What follows belongs to an exercise in optimizing a design on an open flow for a short achievable clock period and few clock cycles; a production flow would make more cautious choices. Function was checked by simulation only, so behaviour that the tests miss may differ from the original. Power and IR drop assume default switching activity.

==> flow/config.mk <==
export PLATFORM = sky130hd
export DESIGN_NAME = cpu
export DESIGN_NICKNAME = cpu
export VERILOG_FILES = /design/flow/design.v
export SDC_FILE = /design/flow/constraint.sdc
export NUM_CORES = 4
export LEC_CHECK = 0
export CAP_MARGIN = 20
export CORE_MARGIN = 2
export CORE_UTILIZATION = 40
export SLEW_MARGIN = 20
==> flow/constraint.sdc <==
create_clock -name core_clock -period 8.0 [get_ports {clk}]
set_input_delay 1.6000 -clock core_clock [delete_from_list [all_inputs] [get_ports {clk}]]
set_output_delay 1.6000 -clock core_clock [all_outputs]
set_load 0.01 [all_outputs]
==> flow/design.v <==
    function automatic logic [5-1:0] writeDest(input logic [31:0] instr);
        writeDest = '0;     
        case (instr[31:26])
            opSpecial: begin
                if (instr[5:0] == fnAddu || instr[5:0] == fnSubu)
                    writeDest = instr[15:11];
            end
            opOri, opLui, opLw: writeDest = instr[20:16];
            opJal: writeDest = 5'(31);
            default: ;
        endcase
    endfunction
    function automatic logic [32-1:0] fwdPick(
        input logic [1:0]           sel,
        input logic [32-1:0] fileVal,
        input logic [32-1:0] exeVal,
        input logic [32-1:0] memVal,
        input logic [32-1:0] wbVal
    );
        case (sel)
            fwdExe: fwdPick = exeVal;
            fwdMem: fwdPick = memVal;
            fwdWb: fwdPick = wbVal;
            default: fwdPick = fileVal;
        endcase
    endfunction
`default_nettype none
package cpuPkg;
    typedef enum logic [5:0] {
        opSpecial = 6'b000000,
        opJal     = 6'b000011,
        opBeq     = 6'b000100,
        opOri     = 6'b001101,
        opLui     = 6'b001111,
        opLw      = 6'b100011,
        opSw      = 6'b101011
    } opcodeE;
    typedef enum logic [5:0] {
        fnSll  = 6'b000000,
        fnJr   = 6'b001000,
        fnAddu = 6'b100001,
        fnSubu = 6'b100011
    } functE;
    typedef enum logic [1:0] {aluAdd, aluSub, aluOr, aluLui} aluOpE;
    typedef enum logic [1:0] {wbAlu, wbMem, wbLink} wbSelE;
    typedef enum logic [1:0] {fwdReg, fwdExe, fwdMem, fwdWb} fwdSelE;
    typedef logic [1:0] tnewT;
    typedef struct packed {
        opcodeE                     op;
        logic [5-1:0] rs;
        logic [5-1:0] rt;
        logic [5-1:0] rd;
        logic [4:0]                 shamt;
        functE                      funct;
    } rFieldsT;
    typedef struct packed {
        opcodeE                     op;
        logic [5-1:0] rs;
        logic [5-1:0] rt;
        logic [15:0]                imm;
    } iFieldsT;
    typedef union packed {
        rFieldsT rFields;
        iFieldsT iFields;
    } instrWord;
endpackage
`default_nettype wire
`timescale 1ns/1ps
`default_nettype none
module regFile (
    input  wire                        clk,
    input  wire                        reset,
    input  wire  [5-1:0] rs,
    input  wire  [5-1:0] rt,
    output logic [32-1:0]       rsVal,
    output logic [32-1:0]       rtVal,
    input  wire                        we,
    input  wire  [5-1:0] dest,
    input  wire  [32-1:0]       wdata
);
    localparam int regCount = 1 << 5;
    logic [32-1:0] regs [regCount];
    assign rsVal = regs[rs];
    assign rtVal = regs[rt];
    always_ff @(posedge clk) begin
        if (reset) begin
            for (int i = 0; i < regCount; i++) begin
                regs[i] <= '0;
            end
        end else if (we && dest != '0) begin
            regs[dest] <= wdata;     
        end
    end
endmodule
`default_nettype wire
`timescale 1ns/1ps
`default_nettype none
import cpuPkg::*;
module fetchUnit (
    input  wire                  clk,
    input  wire                  reset,
    input  wire                  stall,
    input  wire                  redirect,
    input  wire  [32-1:0] redirectPc,
    input  wire  [32-1:0] instRdata,
    output logic [32-1:0] instAddr,
    output logic [31:0]             dInstr,
    output logic [32-1:0] dPc
);
    logic [32-1:0] pc;
    logic [32-1:0] nextPc;
    assign instAddr = pc;
    assign nextPc   = redirect ? redirectPc : pc + 4;
    always_ff @(posedge clk) begin
        if (reset) begin
            pc     <= 32'h3000;
            dInstr <= '0;     
        end else if (!stall) begin
            pc     <= nextPc;
            dInstr <= instRdata;
        end
    end
    always_ff @(posedge clk) begin
        if (!stall) begin
            dPc <= pc;
        end
    end
endmodule
`default_nettype wire
`timescale 1ns/1ps
`default_nettype none
import cpuPkg::*;
module decodeUnit (
    input  wire                        clk,
    input  wire                        reset,
    input  wire                        stall,
    input  wire  [31:0]        dInstr,
    input  wire  [32-1:0]       dPc,
    input  wire  [1:0]                dRsFwd,
    input  wire  [1:0]                dRtFwd,
    input  wire  [32-1:0]       eLinkData,
    input  wire  [32-1:0]       mFwdData,
    input  wire  [32-1:0]       wData,
    input  wire                        wWe,
    input  wire  [5-1:0] wDest,
    output logic                       redirect,
    output logic [32-1:0]       redirectPc,
    output logic [5-1:0] dRs,
    output logic [5-1:0] dRt,
    output logic [1:0]                       dRsTuse,
    output logic [1:0]                       dRtTuse,
    output logic [31:0]                   eInstr,
    output logic [32-1:0]       ePc,
    output logic [32-1:0]       eRsVal,
    output logic [32-1:0]       eRtVal,
    output logic [32-1:0]       eImm
);
    function automatic logic [5-1:0] writeDest(input logic [31:0] instr);
        writeDest = '0;     
        case (instr[31:26])
            opSpecial: begin
                if (instr[5:0] == fnAddu || instr[5:0] == fnSubu)
                    writeDest = instr[15:11];
            end
            opOri, opLui, opLw: writeDest = instr[20:16];
            opJal: writeDest = 5'(31);
            default: ;
        endcase
    endfunction
    function automatic logic [32-1:0] fwdPick(
        input logic [1:0]           sel,
        input logic [32-1:0] fileVal,
        input logic [32-1:0] exeVal,
        input logic [32-1:0] memVal,
        input logic [32-1:0] wbVal
    );
        case (sel)
            fwdExe: fwdPick = exeVal;
            fwdMem: fwdPick = memVal;
            fwdWb: fwdPick = wbVal;
            default: fwdPick = fileVal;
        endcase
    endfunction
    logic [5:0]               op;
    logic [5:0]                funct;
    logic                 isJr;
    logic [32-1:0] rsFile, rtFile;
    logic [32-1:0] rsVal, rtVal;
    logic [32-1:0] imm;
    logic [32-1:0] pcPlus4;
    assign op    = dInstr[31:26];
    assign funct = dInstr[5:0];
    assign dRs   = dInstr[25:21];
    assign dRt   = dInstr[20:16];
    assign isJr  = op == opSpecial && funct == fnJr;
    regFile regFile0 (
        .clk   (clk),
        .reset (reset),
        .rs    (dRs),
        .rt    (dRt),
        .rsVal (rsFile),
        .rtVal (rtFile),
        .we    (wWe),
        .dest  (wDest),
        .wdata (wData)
    );
    assign rsVal = fwdPick(dRsFwd, rsFile, eLinkData, mFwdData, wData);
    assign rtVal = fwdPick(dRtFwd, rtFile, eLinkData, mFwdData, wData);
    assign imm = (op == opOri || op == opLui) ? {16'b0, dInstr[15:0]}
                                              : {{16{dInstr[15:0][15]}}, dInstr[15:0]};
    always_comb begin
        dRsTuse = 2'd3;
        dRtTuse = 2'd3;
        case (op)
            opSpecial: begin
                if (isJr) dRsTuse = 2'd0;
                if (funct == fnAddu || funct == fnSubu) begin
                    dRsTuse = 2'd1;
                    dRtTuse = 2'd1;
                end
            end
            opBeq: begin
                dRsTuse = 2'd0;
                dRtTuse = 2'd0;
            end
            opOri, opLw: dRsTuse = 2'd1;
            opSw: begin
                dRsTuse = 2'd1;
                dRtTuse = 2'd1;     
            end
            default: ;
        endcase
    end
    assign pcPlus4  = dPc + 4;
    assign redirect = (op == opBeq && rsVal == rtVal) || op == opJal || isJr;
    always_comb begin
        if (isJr)
            redirectPc = rsVal;
        else if (op == opJal)
            redirectPc = {pcPlus4[31:28], dInstr[25:21], dInstr[20:16],
                          dInstr[15:0], 2'b00};
        else
            redirectPc = pcPlus4 + {imm[29:0], 2'b00};
    end
    always_ff @(posedge clk) begin
        if (reset || stall) begin
            eInstr <= '0;     
        end else begin
            eInstr <= dInstr;
        end
    end
    always_ff @(posedge clk) begin
        ePc    <= dPc;
        eRsVal <= rsVal;
        eRtVal <= rtVal;
        eImm   <= imm;
    end
endmodule
`default_nettype wire
`timescale 1ns/1ps
`default_nettype none
import cpuPkg::*;
module hazardUnit (
    input  wire  [5-1:0] dRs,
    input  wire  [5-1:0] dRt,
    input  wire  [1:0]                  dRsTuse,
    input  wire  [1:0]                  dRtTuse,
    input  wire  [5-1:0] eRs,
    input  wire  [5-1:0] eRt,
    input  wire  [5-1:0] eDest,
    input  wire  [1:0]                  eTnew,
    input  wire                        eWe,
    input  wire  [5-1:0] mDest,
    input  wire  [1:0]                  mTnew,
    input  wire                        mWe,
    input  wire  [5-1:0] wDest,
    input  wire                        wWe,
    output logic                       stall,
    output logic [1:0]                     dRsFwd,
    output logic [1:0]                     dRtFwd,
    output logic [1:0]                     eRsFwd,
    output logic [1:0]                     eRtFwd
);
    function automatic logic srcStalls(input logic [5-1:0] src, input logic [1:0] tuse);
        srcStalls = src != '0 && ((src == eDest && eWe && eTnew > tuse) ||
                                  (src == mDest && mWe && mTnew > tuse));
    endfunction
    function automatic logic [1:0] pickSource(input logic [5-1:0] src,
                                              input logic fromExe);
        if (src == '0) pickSource = fwdReg;
        else if (fromExe && src == eDest && eWe && eTnew == 2'd0) pickSource = fwdExe;
        else if (src == mDest && mWe && mTnew == 2'd0) pickSource = fwdMem;
        else if (src == wDest && wWe) pickSource = fwdWb;
        else pickSource = fwdReg;
    endfunction
    always_comb begin
        stall  = srcStalls(dRs, dRsTuse) || srcStalls(dRt, dRtTuse);
        dRsFwd = pickSource(dRs, 1'b1);
        dRtFwd = pickSource(dRt, 1'b1);
        eRsFwd = pickSource(eRs, 1'b0);     
        eRtFwd = pickSource(eRt, 1'b0);
    end
endmodule
`default_nettype wire
`timescale 1ns/1ps
`default_nettype none
import cpuPkg::*;
module executeUnit (
    input  wire                        clk,
    input  wire                        reset,
    input  wire  [31:0]        eInstr,
    input  wire  [32-1:0]       ePc,
    input  wire  [32-1:0]       eRsVal,
    input  wire  [32-1:0]       eRtVal,
    input  wire  [32-1:0]       eImm,
    input  wire  [1:0]                eRsFwd,
    input  wire  [1:0]                eRtFwd,
    input  wire  [32-1:0]       mFwdData,
    input  wire  [32-1:0]       wData,
    output logic [5-1:0] eRs,
    output logic [5-1:0] eRt,
    output logic [5-1:0] eDest,
    output logic [1:0]                       eTnew,
    output logic                       eWe,
    output logic [32-1:0]       eLinkData,
    output logic [31:0]                   mInstr,
    output logic [32-1:0]       mPc,
    output logic [32-1:0]       mAluRes,
    output logic [32-1:0]       mRtVal
);
    function automatic logic [5-1:0] writeDest(input logic [31:0] instr);
        writeDest = '0;     
        case (instr[31:26])
            opSpecial: begin
                if (instr[5:0] == fnAddu || instr[5:0] == fnSubu)
                    writeDest = instr[15:11];
            end
            opOri, opLui, opLw: writeDest = instr[20:16];
            opJal: writeDest = 5'(31);
            default: ;
        endcase
    endfunction
    function automatic logic [32-1:0] fwdPick(
        input logic [1:0]           sel,
        input logic [32-1:0] fileVal,
        input logic [32-1:0] exeVal,
        input logic [32-1:0] memVal,
        input logic [32-1:0] wbVal
    );
        case (sel)
            fwdExe: fwdPick = exeVal;
            fwdMem: fwdPick = memVal;
            fwdWb: fwdPick = wbVal;
            default: fwdPick = fileVal;
        endcase
    endfunction
    logic [1:0]                aluOp;
    logic                 useImm;
    logic [32-1:0] rsOp, rtOp, srcB, aluRes;
    assign eRs       = eInstr[25:21];
    assign eRt       = eInstr[20:16];
    assign eDest     = writeDest(eInstr);     
    assign eWe       = eDest != '0;
    assign eLinkData = ePc + 8;
    assign rsOp = fwdPick(eRsFwd, eRsVal, '0, mFwdData, wData);
    assign rtOp = fwdPick(eRtFwd, eRtVal, '0, mFwdData, wData);
    always_comb begin
        aluOp  = aluAdd;     
        useImm = 1'b1;
        eTnew  = 2'd1;
        case (eInstr[31:26])
            opSpecial: begin
                useImm = 1'b0;
                if (eInstr[5:0] == fnSubu) aluOp = aluSub;
            end
            opOri: aluOp = aluOr;
            opLui: aluOp = aluLui;
            opLw: eTnew = 2'd2;
            opJal: eTnew = 2'd0;     
            default: ;
        endcase
    end
    assign srcB = useImm ? eImm : rtOp;
    always_comb begin
        case (aluOp)
            aluAdd: aluRes = rsOp + srcB;
            aluSub: aluRes = rsOp - srcB;
            aluOr: aluRes = rsOp | srcB;
            default: aluRes = {srcB[15:0], 16'b0};
        endcase
    end
    always_ff @(posedge clk) begin
        if (reset) begin
            mInstr <= '0;
        end else begin
            mInstr <= eInstr;
        end
    end
    always_ff @(posedge clk) begin
        mPc     <= ePc;
        mAluRes <= aluRes;
        mRtVal  <= rtOp;
    end
endmodule
`default_nettype wire
`timescale 1ns/1ps
`default_nettype none
import cpuPkg::*;
module memoryUnit (
    input  wire                        clk,
    input  wire                        reset,
    input  wire  [31:0]        mInstr,
    input  wire  [32-1:0]       mPc,
    input  wire  [32-1:0]       mAluRes,
    input  wire  [32-1:0]       mRtVal,
    input  wire  [32-1:0]       dataRdata,
    output logic [32-1:0]       dataAddr,
    output logic [32-1:0]       dataWdata,
    output logic                       dataWe,
    output logic [5-1:0] mDest,
    output logic [1:0]                       mTnew,
    output logic                       mWe,
    output logic [32-1:0]       mFwdData,
    output logic [5-1:0] wDest,
    output logic                       wWe,
    output logic [32-1:0]       wData,
    output logic [32-1:0]       wPc
);
    function automatic logic [5-1:0] writeDest(input logic [31:0] instr);
        writeDest = '0;     
        case (instr[31:26])
            opSpecial: begin
                if (instr[5:0] == fnAddu || instr[5:0] == fnSubu)
                    writeDest = instr[15:11];
            end
            opOri, opLui, opLw: writeDest = instr[20:16];
            opJal: writeDest = 5'(31);
            default: ;
        endcase
    endfunction
    function automatic logic [32-1:0] fwdPick(
        input logic [1:0]           sel,
        input logic [32-1:0] fileVal,
        input logic [32-1:0] exeVal,
        input logic [32-1:0] memVal,
        input logic [32-1:0] wbVal
    );
        case (sel)
            fwdExe: fwdPick = exeVal;
            fwdMem: fwdPick = memVal;
            fwdWb: fwdPick = wbVal;
            default: fwdPick = fileVal;
        endcase
    endfunction
    logic [1:0]                wbSel;
    logic [32-1:0] linkData;
    logic [32-1:0] wbValue;
    assign dataAddr  = mAluRes;
    assign dataWdata = mRtVal;
    assign dataWe    = mInstr[31:26] == opSw;
    assign mDest    = writeDest(mInstr);
    assign mWe      = mDest != '0;
    assign mTnew    = (mInstr[31:26] == opLw) ? 2'd1 : 2'd0;
    assign linkData = mPc + 8;
    always_comb begin
        case (mInstr[31:26])
            opLw: wbSel = wbMem;
            opJal: wbSel = wbLink;
            default: wbSel = wbAlu;
        endcase
    end
    assign mFwdData = (wbSel == wbLink) ? linkData : mAluRes;
    assign wbValue  = (wbSel == wbMem) ? dataRdata : mFwdData;
    always_ff @(posedge clk) begin
        if (reset) begin
            wWe   <= 1'b0;
            wDest <= '0;
        end else begin
            wWe   <= mWe;
            wDest <= mDest;
        end
    end
    always_ff @(posedge clk) begin
        wData <= wbValue;
        wPc   <= mPc;
    end
endmodule
`default_nettype wire
`timescale 1ns/1ps
`default_nettype none
import cpuPkg::*;
module cpu (
    input  wire                        clk,
    input  wire                        reset,
    input  wire  [32-1:0]       instRdata,
    input  wire  [32-1:0]       dataRdata,
    output logic [32-1:0]       instAddr,
    output logic [32-1:0]       dataAddr,
    output logic [32-1:0]       dataWdata,
    output logic                       dataWe,
    output logic                       grfWe,
    output logic [5-1:0] grfAddr,
    output logic [32-1:0]       grfWdata,
    output logic [32-1:0]       wbPc
);
    logic                       stall;
    logic                       redirect;
    logic [32-1:0]       redirectPc;
    logic [31:0]                   dInstr, eInstr, mInstr;
    logic [32-1:0]       dPc, ePc, mPc, wPc;
    logic [1:0]                     dRsFwd, dRtFwd, eRsFwd, eRtFwd;
    logic [5-1:0] dRs, dRt, eRs, eRt;
    logic [1:0]                       dRsTuse, dRtTuse;
    logic [32-1:0]       eRsVal, eRtVal, eImm, eLinkData;
    logic [5-1:0] eDest, mDest, wDest;
    logic [1:0]                       eTnew, mTnew;
    logic                       eWe, mWe, wWe;
    logic [32-1:0]       mAluRes, mRtVal, mFwdData, wData;
    fetchUnit fetchUnit0 (.*);
    decodeUnit decodeUnit0 (.*);
    executeUnit executeUnit0 (.*);
    memoryUnit memoryUnit0 (.*);
    hazardUnit hazardUnit0 (.*);
    assign grfWe    = wWe;
    assign grfAddr  = wDest;
    assign grfWdata = wData;
    assign wbPc     = wPc;
endmodule
`default_nettype wire
==> flow/run.sh <==
#!/bin/bash
# synth_recipe.tcl (not shown) runs the flow's synth.tcl, then flattens the netlist and writes it again
# the make line also repeats each setting of config.mk as NAME=value (left out here)
make -C /OpenROAD-flow-scripts/flow DESIGN_CONFIG=/design/flow/config.mk WORK_HOME=/design/flow/orfs CLKGATE_MAP_FILE= SYNTH_SCRIPT=/design/flow/synth_recipe.tcl finish
==> impl_metrics.py <==
metrics = {
    "hold_path": {
        "min_from": "fetchUnit0.dPc[1]",
        "hold_depth": 0,
        "hp-class": "register to register",
        "worstHoldEndpoint": "decodeUnit0.ePc[1]",
    },
    "timing": {
        "finalSetupViolCount": 0,
        "fin_hold_ws_ns": 0.375,
        "fmax_mhz": 135,
        "relSlewSlack_pct": 18.1,
        "drv_slew": 0,
        "post-route-period-util_pct": 92.5,
        "finClkSkew_ns": 0.0685,
        "worst_slew_pin_slew_ns": 1.22,
        "finalCriticalPeriod_ns": 7.40,
        "fin_setup_tns_ns": 0,
        "timing_hold_violations_final": 0,
        "grt_setup_unrepaired": "false",
    },
    "die": {
        "initial_core_util_pct": 40.1,
        "chipHeight_um": 445,
        "die_x_um": 445,
        "die-area_sq_um": 198000,
        "ios": 233,
        "rows": 162,
        "core-area_sq_um": 194000,
    },
    "setup_path": {
        "r2r_end": "executeUnit0.mAluRes[30]",
        "crit_top_cell": "o21ai_0",
        "required_ns": 8.65,
        "slowest_delay_ns": 0.44,
        "crit-reg2reg-launch": "executeUnit0.mInstr[29]",
        "crit_path_end_kind": "register",
        "setup.worst_path.class": "register to register",
        "cp_data_arrival_time_ns": 8.05,
        "cp_max_fo": 40,
        "r2r_slack_ns": 0.60,
        "crit_slowest_cell": "nor4_1",
        "startpoint_type": "register",
        "r2r_cells": 29,
    },
    "layout": {
        "drive_above_1_share_pct": 20.3,
        "final_core_util_pct": 46.1,
        "area_delta_synth_final_pct": 14.8,
        "fill_cells": 17220,
        "multiInputGateArea_sq_um": 36400,
        "seqCellArea_sq_um": 39800,
        "nets": 6330,
    },
    "pwr": {
        "power_switching_uw": 7020,
        "p_leak_uw": 0.0320,
        "p_int_uw": 14600,
        "seqPwrFrac_pct": 41.6,
        "vdd_drop_max_mv": 0.228,
        "clkPwrFrac_pct": 35.6,
        "power_uw": 21700,
        "power.density_nw_per_um2": 242,
        "p_comb_share_pct": 22.7,
        "switching_share_pct": 32.4,
    },
    "yosys": {
        "ys_seq_elements": 1458,
        "yosys.area.top_type_share_pct": 40.7,
        "ys_warn_count": 6,
        "yosys-top-cells-area": "edfxtp_1 41%, mux4_2 18%, dfxtp_1 10%",
        "async_flop_share_pct": 0,
        "synth_seq_area_share_pct": 51.0,
        "synth_area_sq_um": 77900,
        "avgSynthCellArea_sq_um": 12.9,
        "synth-edff-count": 1056,
        "synth_area_leader_cell": "edfxtp_1",
        "synth-main-ff-cell": "edfxtp_1",
        "ys_types": 89,
        "syn_inst": 6048,
    },
    "global_route": {
        "grt_max_degree": 110,
        "first_global_vias": 54049,
        "grt_first_pass_wirelength_um": 420000,
        "grt_use_total_pct": 29.9,
        "antenna_found_initial": 21,
        "overflow": 0,
    },
    "routing": {
        "vias_per_cell": 6.21,
        "first_iter_violations": 7236,
        "num_vias": 55055,
        "wl_per_cell_um": 33.7,
        "drt_wl_total_um": 298000,
        "dr.pass1.iters": 8,
        "antenna_left": 0,
        "route.detailed.drc": 0,
    },
    "clocking": {
        "hold_buffers": 0,
        "clkSinkCount": 1458,
        "cts_resized": 0,
        "cts_tree": "done",
        "ctsHtreeMaxLevel": 4,
        "postCtsSetupRepairBufs": 0,
        "clock_latency_ns": 0.86,
        "clk_pin_slew_ns": 0.06,
        "root_buffer": "clkbuf_16",
        "numCtsBuffers": 163,
        "clk_path_buf_depth": 3,
    },
    "placement": {
        "place_hpwl_um": 201000,
        "io_buffer_count": 232,
        "place_congestion": 1.02,
    },
    "outcome": {
        "status": "timing/DRC/antenna clean",
    },
    "job": {
        "maxCapViolCount": 0,
    },
}
## layout make-up
class	count	share of cell area, %
diodes	7	0.0196
repair buffers	466	4.82
multi-input cells	4003	40.7
inverters	92	0.390
well taps	2542	3.56
clock buffers	211	4.95
flip-flops and latches	1458	44.5
clock inverters	81	1.10
## cells in the final DEF, fill, tap and decap left out, drive strengths merged, types with 73 or more instances in the layout
| cell type | Yosys | routed |
|---|---|---|
| and2 | 868 | 868 |
| nand2 | 343 | 343 |
| clkbuf | 392 | 211 |
| dfxtp | 402 | 402 |
| xor2 | 109 | 109 |
| mux2i | 162 | 162 |
| clkdlybuf4s50 | 0 | 231 |
| and3 | 73 | 73 |
| nor3 | 217 | 217 |
| ha | 78 | 78 |
| xnor2 | 105 | 105 |
| o21ai | 195 | 195 |
| nor2 | 238 | 238 |
| nand3 | 89 | 89 |
| inv | 92 | 102 |
| mux4 | 640 | 640 |
| edfxtp | 1056 | 1056 |
| buf | 134 | 235 |
| a21oi | 198 | 198 |
## power groups by stage
stage | Sequential (uW) | Combinational, uW | Clock [uW]
6_report | 9020 | 4920 | 7720
5_1_grt | 9050 | 5130 | 8080
4_1_cts | 9010 | 4820 | 7800
3_5_place_dp | 9170 | 4800 | 0
3_3_place_gp | 9150 | 4800 | 0
2_1_floorplan | 9120 | 2340 | 0
## stage by stage
stage                     cells  area [sq um]  worst slack (ns)
after global routing       8853         89400            0.0788
after floorplan            6079         78100             0.732
after CTS                  8853         89400             0.523
after global placement     8561         84000             0.655
after detailed placement   8561         84000             0.600
final                      8860         89500             0.601
## how the worst max path moves through the flow
| stage | start | end | slack, ns | cells past startpoint |
|---|---|---|---|---|
| floorplan | memoryUnit0.wDest[4] | executeUnit0.mAluRes[30] | 0.73 | 32 |
| global placement | executeUnit0.mInstr[31] | executeUnit0.mAluRes[30] | 0.66 | 28 |
| detailed placement | executeUnit0.mInstr[3] | executeUnit0.mAluRes[30] | 0.60 | 27 |
| CTS | executeUnit0.mInstr[3] | executeUnit0.mAluRes[30] | 0.52 | 27 |
| global route | executeUnit0.mInstr[26] | executeUnit0.mAluRes[30] | 0.08 | 29 |
| finish | executeUnit0.mInstr[29] | executeUnit0.mAluRes[30] | 0.60 | 29 |
## registers in the layout, indices dropped and copies added (netlist names), named ones only
signal and flops:
fetchUnit0.dInstr 32, decodeUnit0.regFile0.regs 1024, executeUnit0.mAluRes 32, memoryUnit0.wData 32
executeUnit0.mInstr 21, decodeUnit0.eImm 18, executeUnit0.mRtVal 32, fetchUnit0.pc 32
decodeUnit0.eInstr 27, decodeUnit0.ePc 32, decodeUnit0.eRsVal 32, decodeUnit0.eRtVal 32
memoryUnit0.wWe 1, memoryUnit0.wDest 5, executeUnit0.mPc 32, fetchUnit0.dPc 32
memoryUnit0.wPc 32
## worst max-delay path: cells and delay by family (launching register included)
kind / cells / cell delay, ns
AO/OA/AOI/OAI: 16 / 3.90
XOR/XNOR: 2 / 0.30
adder cells (fa/ha/maj): 2 / 0.55
buffers and inverters: 2 / 0.60
flip-flops: 1 / 0.41
AND/OR/NAND/NOR: 7 / 1.46
## per-layer routing
metal,vias to the layer above,global-route usage (%),wire length (um)
li1,23221,-,-
met1,28317,39.6,117000
met2,2942,47.3,139000
met3,567,6.29,27200
met4,8,13.2,15000
met5,-,0,55
## logic make-up after synthesis
kind of cell / share of synthesized area (%)
and+or+nand+nor: 14.7
DFF: 51.0
muxes: 21.1
AOI/OAI and AO/OA: 6.30
buffers and inverters: 3.10
xor gates and xnor gates: 2.40
adders and majority gates: 1.30
other: 0.00481
## Yosys cell counts (all sizes together) (32+ instances only)
library cell,n
a21oi,198
a31oi,32
and2,868
and3,73
buf,134
clkbuf,392
dfxtp,402
edfxtp,1056
ha,78
inv,92
mux2,39
mux2i,162
mux4,640
nand2,343
nand3,89
nand4,39
nor2,238
nor2b,41
nor3,217
nor4,49
o211ai,36
o21ai,195
xnor2,105
xor2,109
Testbench counts, summed over its fixed seeds: cycles 110,507.

[re-timing with driven ports]
Ports are ideal in the flow. The routed layout listed here was re-timed in OpenROAD.
Step 1, drivers: a clkbuf_16 drives clk and a buf_2 each remaining input, both assumed.
Step 2 times the ports against the registers' clock, not the clock port: input delays grow and output delays shrink by t, the midpoint of the rising clock arrivals with the driver on.
Slacks: ideal / step 1 / step 2; pairs: ideal / step 1.
shift t [ns]: 0.911
slack for setup (ns): 0.601 / 0.601 / 0.601
hold WS [ns]: 0.375 / 0.375 / 0.375
worst setup path at the end: register to register
After both steps setup and hold are still met in this run. The setup slack of this run moves by 0.000 ns with the drivers and by 0.000 ns with both steps.
